What follows belongs to an exercise in optimizing a design on an open flow for small area and a short achievable clock period; a production flow would make more cautious choices.
In this exercise RTL edits were held to simulation tests only and were not proved equivalent to the original.

==> inputs of xenon <==
Design fft8_top, start of the top module:
module fft8_top (
    input  logic         clk,
    input  logic         reset_n,
    input  logic         valid_in,
    input  logic [143:0] x_re,
    input  logic [143:0] x_im,
    output logic         valid_out,
    output logic [143:0] y_re,
    output logic [143:0] y_im
);
clock: 12.0 ns
lec_check: 0
cap_margin: 20
core_margin: 2
core_utilization: 40
cts_buf_list: sky130_fd_sc_hd__clkbuf_4 sky130_fd_sc_hd__clkbuf_8
slew_margin: 20
standard.sh (not shown) runs the stock make flow with config.mk's settings and CLKGATE_MAP_FILE= SYNTH_SCRIPT=/design/flow/synth_recipe.tcl, a recipe that flattens the netlist after the stock synthesis.
==> flow/flow/run.sh <==
#!/bin/bash
# Layout flow: the standard flow (standard.sh), with two changes:
#  1. after the standard synthesis, flow/polopt.py re-chooses the polarity of
#     each full-adder cell (a full adder is self-dual) to remove inverters;
#     the logic function and every register are unchanged;
#  2. the port buffers use sky130_fd_sc_hd__buf_1.
set -euo pipefail
R=$PWD/orfs/results/sky130hd/fft8_top/base
export BUFFER_PORTS_ARGS="-buffer_cell sky130_fd_sc_hd__buf_1"
bash standard.sh $R/1_2_yosys.v > synth_make.log 2>&1
cp $R/1_2_yosys.v standard_synth_netlist.v
python3 flow/polopt.py standard_synth_netlist.v $R/1_2_yosys.v > polopt.log 2>&1
bash standard.sh > layout_make.log 2>&1
Other scripts of this flow, unchanged in this note and not shown: flow/flow/polopt.py
==> tundra: changes against xenon <==
Settings changed: CTS_BUF_LIST sky130_fd_sc_hd__clkbuf_4 sky130_fd_sc_hd__clkbuf_8 to not set.
==> notes <==
In tundra the count of clock-buffer cells in the layout is lower than in xenon, by 131. Of tundra and xenon, xenon has the higher global-route usage (gap 0.14 points). In xenon the sequential share of layout area is lower than in tundra, by 0.19 points. Synthesized cell count is the same in tundra and xenon. Against xenon, the first-iteration DRC count of tundra is larger by 21%. Flip-flop and latch count is the same in xenon and tundra. Hold slack: xenon is lower than tundra (10 ps). In area after synthesis, tundra and xenon do not differ. tundra produced a clean layout. xenon ran to the end with no violations.
==> figures <==
	tundra	xenon
Final min period	5430 ps	5520 ps
Final Skew	41.4 ps	41.0 ps
Area share of buffers outside the clock network	3.15%	3.14%
Via density per instance	4.16	4.13
Crit-path slowest cell	xnor2_1	fa_1
CTS root buffer	clkbuf_16	clkbuf_8
Outcome	no timing/DRC/antenna violations	no timing/DRC/antenna violations
Worst-skew pair later-pin latency	780 ps	930 ps
Hold WS	310 ps	299 ps
Ratio of layout area to synthesized area	1.132x	1.137x
Routed length on met2	76500 µm	76800 µm
Tcrit/Tclk final	45.3%	46.0%
Slew of the pin with the lowest slew margin	841 ps	849 ps
Total detailed-routing wirelength	149000 µm	151000 µm


==> trial 38: inputs <==
fft8_top again, from the RTL that the note above started with.
make LEC_CHECK=0 CAP_MARGIN=20 CORE_MARGIN=2 CORE_UTILIZATION=40 SLEW_MARGIN=20 finish   # period 12.0 ns
run.sh (not shown) runs the stock make flow with config.mk's settings and CLKGATE_MAP_FILE= SYNTH_SCRIPT=/design/flow/synth_recipe.tcl, a recipe that flattens the netlist after the stock synthesis.
Stock flow here: none of the scripts above is used.
==> trial 54: changes against trial 38 <==
==> flow/flow/run.sh (new file) <==
#!/bin/bash
# Standard layout, but the port buffers use the smallest buffer cell.
cp standard.sh standard_sh.log
export BUFFER_PORTS_ARGS="-buffer_cell sky130_fd_sc_hd__buf_1"
bash standard.sh > standard_run.log 2>&1
==> flow/standard.sh (new file) <==
#!/bin/bash
# synth_recipe.tcl (not shown) runs the flow's synth.tcl, then flattens the netlist and writes it again
# the make line also repeats each setting of config.mk as NAME=value (left out here)
make -C /OpenROAD-flow-scripts/flow DESIGN_CONFIG=/design/flow/config.mk WORK_HOME=/design/flow/orfs CLKGATE_MAP_FILE= SYNTH_SCRIPT=/design/flow/synth_recipe.tcl "${@:-finish}"
removed: flow/run.sh
==> impl_metrics.tcl <==
set metrics [dict create \
    status "no timing/DRC/antenna violations" \
    setup_ws_ps 6260 \
    crit_path_end "y_im[35]" \
    grt_use_total_pct 19.5 \
    hold_end "r3408_4$_DFF_P_" \
    r2r_slack_ps 6350 \
    worst-setup-path-type "flip-flop to primary output" \
    drive_above_1_share_pct 4.57 \
    fin_crit_ps 5740 \
    skew_ps 34.0 \
]
That was trial 38.
==> impl_metrics.tcl <==
set metrics [dict create \
    status "no timing/DRC/antenna violations" \
    r2r_slack_ps 6400 \
    drive_above_1_share_pct 4.92 \
    worst-setup-path-type "flip-flop to flip-flop" \
    cp-end-kind "flip-flop" \
    setup_ws_ps 6400 \
    hold_end "r3167_4$_DFF_P_" \
    grt_use_total_pct 19.3 \
    skew_ps 37.6 \
    fin_crit_ps 5600 \
]
That was trial 54.

-- port drivers added, routing unchanged --
Ports are ideal in the flow. The routed layouts listed here were re-timed in OpenROAD.
Step 1 (the two cells are an assumption about what drives the block):
set clk [get_ports {clk}]
set_driving_cell -lib_cell sky130_fd_sc_hd__clkbuf_16 $clk
set_driving_cell -lib_cell sky130_fd_sc_hd__buf_2 [delete_from_list [all_inputs] $clk]
Step 2, shift: input delay + t, output delay - t, t = (earliest + latest rising clock arrival at the registers) / 2. This alone moves slack from input paths to output paths.
a / b / c = no drivers / after step 1 / after step 2; a / b = the first two.
| run | shift t [ns] | setup slack, ns | hold WS [ns] | slew at the worst register clock pin (ns) |
|---|---|---|---|---|
| xenon | 0.990 | 6.479 / 6.401 / 6.270 | 0.299 / 0.299 / 0.299 | 0.07 / 0.07 |
| tundra | 0.843 | 6.565 / 6.486 / 6.271 | 0.310 / 0.310 / 0.310 | 0.07 / 0.07 |
| trial 38 | 0.853 | 6.261 / 6.177 / 5.952 | 0.315 / 0.315 / 0.315 | 0.07 / 0.07 |
| trial 54 | 0.870 | 6.401 / 6.401 / 6.317 | 0.299 / 0.299 / 0.299 | 0.07 / 0.07 |
After both steps every run listed still meets setup and hold. The setup slack of trial 38, which loses most, moves by -0.084 ns with the drivers and by -0.309 ns with both steps.
